From an optimization exercise on the open Yosys and OpenROAD flow, aimed at small area and a short achievable clock period; shortcuts taken in it are not production practice. In this exercise RTL edits were held to simulation tests only and were not proved equivalent to the original. No activity file was given, so power comes from the tool's default toggle rates.

==> inputs of 07-01 <==
Design mips_bard_core, start of the top module:
module mips_bard_core #(
   parameter logic [31:0] RESET_PC = 32'h1000_0000
) (
   input  logic        clk,
   input  logic        rst,
   input  logic [31:0] instruction,
   output logic [31:0] pc,
   output logic [31:0] data_out
);
==> module mips_bard_rdbit, before the edit <==
module mips_bard_rdbit (
   input  logic [32:1] d_i,
   input  logic [32:1] sel_i,
   output logic        q_o
);
   logic [11:0] n;
   logic [5:0]  m;
   logic [1:0]  k;
   for (genvar g = 0; g < 10; g++) begin : g_aoi
      mips_bard_aoi222 u_aoi (
         .a1(d_i[3*g+1]), .a2(sel_i[3*g+1]),
         .b1(d_i[3*g+2]), .b2(sel_i[3*g+2]),
         .c1(d_i[3*g+3]), .c2(sel_i[3*g+3]),
         .y (n[g])
      );
   end
   mips_bard_aoi22 u_aoi_l (.a1(d_i[31]), .a2(sel_i[31]), .b1(d_i[32]), .b2(sel_i[32]), .y(n[10]));
   assign n[11] = 1'b1;
   for (genvar g = 0; g < 6; g++) begin : g_m
      mips_bard_nand2 u_m (.a(n[2*g]), .b(n[2*g+1]), .y(m[g]));
   end
   mips_bard_nor3  u_k0 (.a(m[0]), .b(m[1]), .c(m[2]), .y(k[0]));
   mips_bard_nor3  u_k1 (.a(m[3]), .b(m[4]), .c(m[5]), .y(k[1]));
   mips_bard_nand2 u_q  (.a(k[0]), .b(k[1]), .y(q_o));
endmodule
==> flow/config.mk <==
export PLATFORM = sky130hd
export DESIGN_NAME = mips_bard_core
export DESIGN_NICKNAME = mips_bard_core
export VERILOG_FILES = /design/flow/design.v
export SDC_FILE = /design/flow/constraint.sdc
export NUM_CORES = 4
export LEC_CHECK = 0
export CAP_MARGIN = 20
export CORE_MARGIN = 2
export CORE_UTILIZATION = 40
export CTS_BUF_LIST = sky130_fd_sc_hd__clkbuf_8
export SETUP_SLACK_MARGIN = 5.0
export SLEW_MARGIN = 20
export SYNTH_HIERARCHICAL = 1
export SYNTH_MINIMUM_KEEP_SIZE = 0
export TNS_END_PERCENT = 5
==> flow/constraint.sdc <==
create_clock -name core_clock -period 10.0 [get_ports {clk}]
set_input_delay 2.0000 -clock core_clock [delete_from_list [all_inputs] [get_ports {clk}]]
set_output_delay 2.0000 -clock core_clock [all_outputs]
set_load 0.01 [all_outputs]
run.sh (not shown) runs the stock make flow with config.mk's settings and CLKGATE_MAP_FILE= SYNTH_SCRIPT=/design/flow/synth_recipe.tcl, a recipe that flattens the netlist after the stock synthesis.
==> 01-23 (differences from 07-01) <==
--- a/flow/design.v
+++ b/flow/design.v
@@ -105,7 +105,6 @@
    output logic        q_o
 );
-   logic [11:0] n;
-   logic [5:0]  m;
-   logic [1:0]  k;
+   logic [10:0] n;
+   logic [2:0]  m, mi;
    for (genvar g = 0; g < 10; g++) begin : g_aoi
       mips_bard_aoi222 u_aoi (
@@ -117,11 +116,11 @@
    end
    mips_bard_aoi22 u_aoi_l (.a1(d_i[31]), .a2(sel_i[31]), .b1(d_i[32]), .b2(sel_i[32]), .y(n[10]));
-   assign n[11] = 1'b1;
-   for (genvar g = 0; g < 6; g++) begin : g_m
-      mips_bard_nand2 u_m (.a(n[2*g]), .b(n[2*g+1]), .y(m[g]));
+   mips_bard_nand4 u_m0 (.a(n[0]), .b(n[1]), .c(n[2]), .d(n[3]), .y(m[0]));
+   mips_bard_nand4 u_m1 (.a(n[4]), .b(n[5]), .c(n[6]), .d(n[7]), .y(m[1]));
+   mips_bard_nand3 u_m2 (.a(n[8]), .b(n[9]), .c(n[10]), .y(m[2]));
+   for (genvar g = 0; g < 3; g++) begin : g_mi
+      mips_bard_inv u_mi (.a(m[g]), .y(mi[g]));
    end
-   mips_bard_nor3  u_k0 (.a(m[0]), .b(m[1]), .c(m[2]), .y(k[0]));
-   mips_bard_nor3  u_k1 (.a(m[3]), .b(m[4]), .c(m[5]), .y(k[1]));
-   mips_bard_nand2 u_q  (.a(k[0]), .b(k[1]), .y(q_o));
+   mips_bard_nand3 u_q (.a(mi[0]), .b(mi[1]), .c(mi[2]), .y(q_o));
 endmodule
 module mips_bard_add32 (
- CTS_CLUSTER_DIAMETER: unset -> 60
- CTS_CLUSTER_SIZE: unset -> 15
==> 05-12 (differences from 07-01) <==
- CTS_CLUSTER_DIAMETER: unset -> 60
- CTS_CLUSTER_SIZE: unset -> 15
==> comparison table <==
item                                                                             07-01                     01-23                    05-12
Result of the run                                             timing/DRC/antenna clean  timing/DRC/antenna clean  timing/DRC/antenna clean
Layout cell share with drive strength beyond 1                                  24.83%                    20.53%                   24.00%
Mean area per synthesized cell                                               12.50 µm²                 12.82 µm²                12.50 µm²
Synthesized-area fraction occupied by and/or/nand/nor cells                     12.13%                    9.534%                   12.13%
Post-Route Hold Slack                                                        0.6974 ns                 0.7512 ns                0.7086 ns
Final Net Count                                                                   4909                      4572                     4831
Number of standard-cell rows in the floorplan                                      135                       134                      135
Worst Path Required                                                           10.78 ns                  10.74 ns                 10.69 ns
Depth of the worst register-to-register path                                        17                        17                       19
Clock Skew                                                                  0.05085 ns                0.05628 ns               0.07221 ns
CP max-delay cell                                            sky130_fd_sc_hd__a222oi_1  sky130_fd_sc_hd__nand4_1  sky130_fd_sc_hd__nor3_4
Synthesis-to-layout area growth                                                 22.05%                    17.56%                   19.62%
Metal-1 WL                                                                    86690 µm                  89000 µm                 87170 µm
Total Routed Length                                                          236200 µm                 232200 µm                234300 µm
H-Tree Level Count                                                                   4                         3                        3
Clock buffers and inverters, area share                                         4.712%                    3.052%                   2.940%
Power in sequential cells                                                      5.13 mW                   5.11 mW                  5.12 mW
Met2 capacity usage during global routing                                       47.51%                    46.47%                   47.10%
XOR/XNOR Fraction of Synth Area                                                 2.990%                    3.048%                   2.990%
Post-synth cell types                                                               93                        92                       93
Worst path arrival time                                                        6.21 ns                   6.36 ns                  6.16 ns
Filler instances                                                                 11930                     11900                    11970
Switching part of the total                                                     30.08%                    30.56%                   30.18%
Capture instance of the worst register-to-register path                        pc_q[1]                data_q[22]                data_q[0]
Fraction of standard cell area in multi-input logic                             38.55%                    37.03%                   39.02%


==> run D: inputs <==
Another version of the RTL of mips_bard_core (not shown whole).
// mips_bard_core
module mips_bard_core #(
   parameter logic [31:0] RESET_PC = 32'h1000_0000
) (
   input  logic        clk,
   input  logic        rst,
   input  logic [31:0] instruction,
   output logic [31:0] pc,
   output logic [31:0] data_out
);
clock: 10.0 ns
lec_check: 0
cap_margin: 20
core_margin: 2
core_utilization: 45
setup_slack_margin: 5.0
slew_margin: 20
synth_hierarchical: 1
synth_minimum_keep_size: 0
tns_end_percent: 5
==> inputs of run B, as changes to run D <==
CORE_UTILIZATION = 40   (was 45)
CTS_BUF_LIST = sky130_fd_sc_hd__clkbuf_8   (was unset)
==> notes <==
Sequential power is about the same in run D and run B.
Between run D and run B, the lower global-route usage is in run B (gap 4.2 points).
Between run B and run D, the lower register-to-register slack is in run D (gap 0.03 ns).
Of run B and run D, run B has the higher non-clock buffer count (gap 2).
Hold slack: run B is better than run D (0.10 ns).

## separate check: timing with driven ports
The flow's constraints put no driver on any port. The routed layouts listed below were extracted and timed again, unchanged, in two steps.
Step 1: set_driving_cell puts a clkbuf_16 on clk and a buf_2 on each other input, an assumption about the parent block.
Step 2, shift: input delay + t, output delay - t, t = (earliest + latest rising clock arrival at the registers) / 2. This alone moves slack from input paths to output paths.
a / b / c = ideal ports / drivers / drivers and shift; a / b = the first two.
run	t (ns)	setup WS [ns]	hold slack, ns	worst setup path at the end
07-01	0.974	4.563 / 4.541 / 3.566	0.697 / 0.697 / 0.697	input to register
01-23	0.929	4.383 / 4.350 / 3.420	0.751 / 0.751 / 0.751	input to register
05-12	0.913	4.533 / 4.455 / 3.542	0.709 / 0.709 / 0.709	input to register
run D	0.799	4.509 / 4.352 / 3.553	0.741 / 0.741 / 0.741	input to register
run B	0.992	4.605 / 4.495 / 3.503	0.842 / 0.842 / 0.842	input to register
After both steps setup and hold are still met in every run listed. The setup slack of run B, which loses most, moves by -0.110 ns with the drivers and by -1.102 ns with both steps.
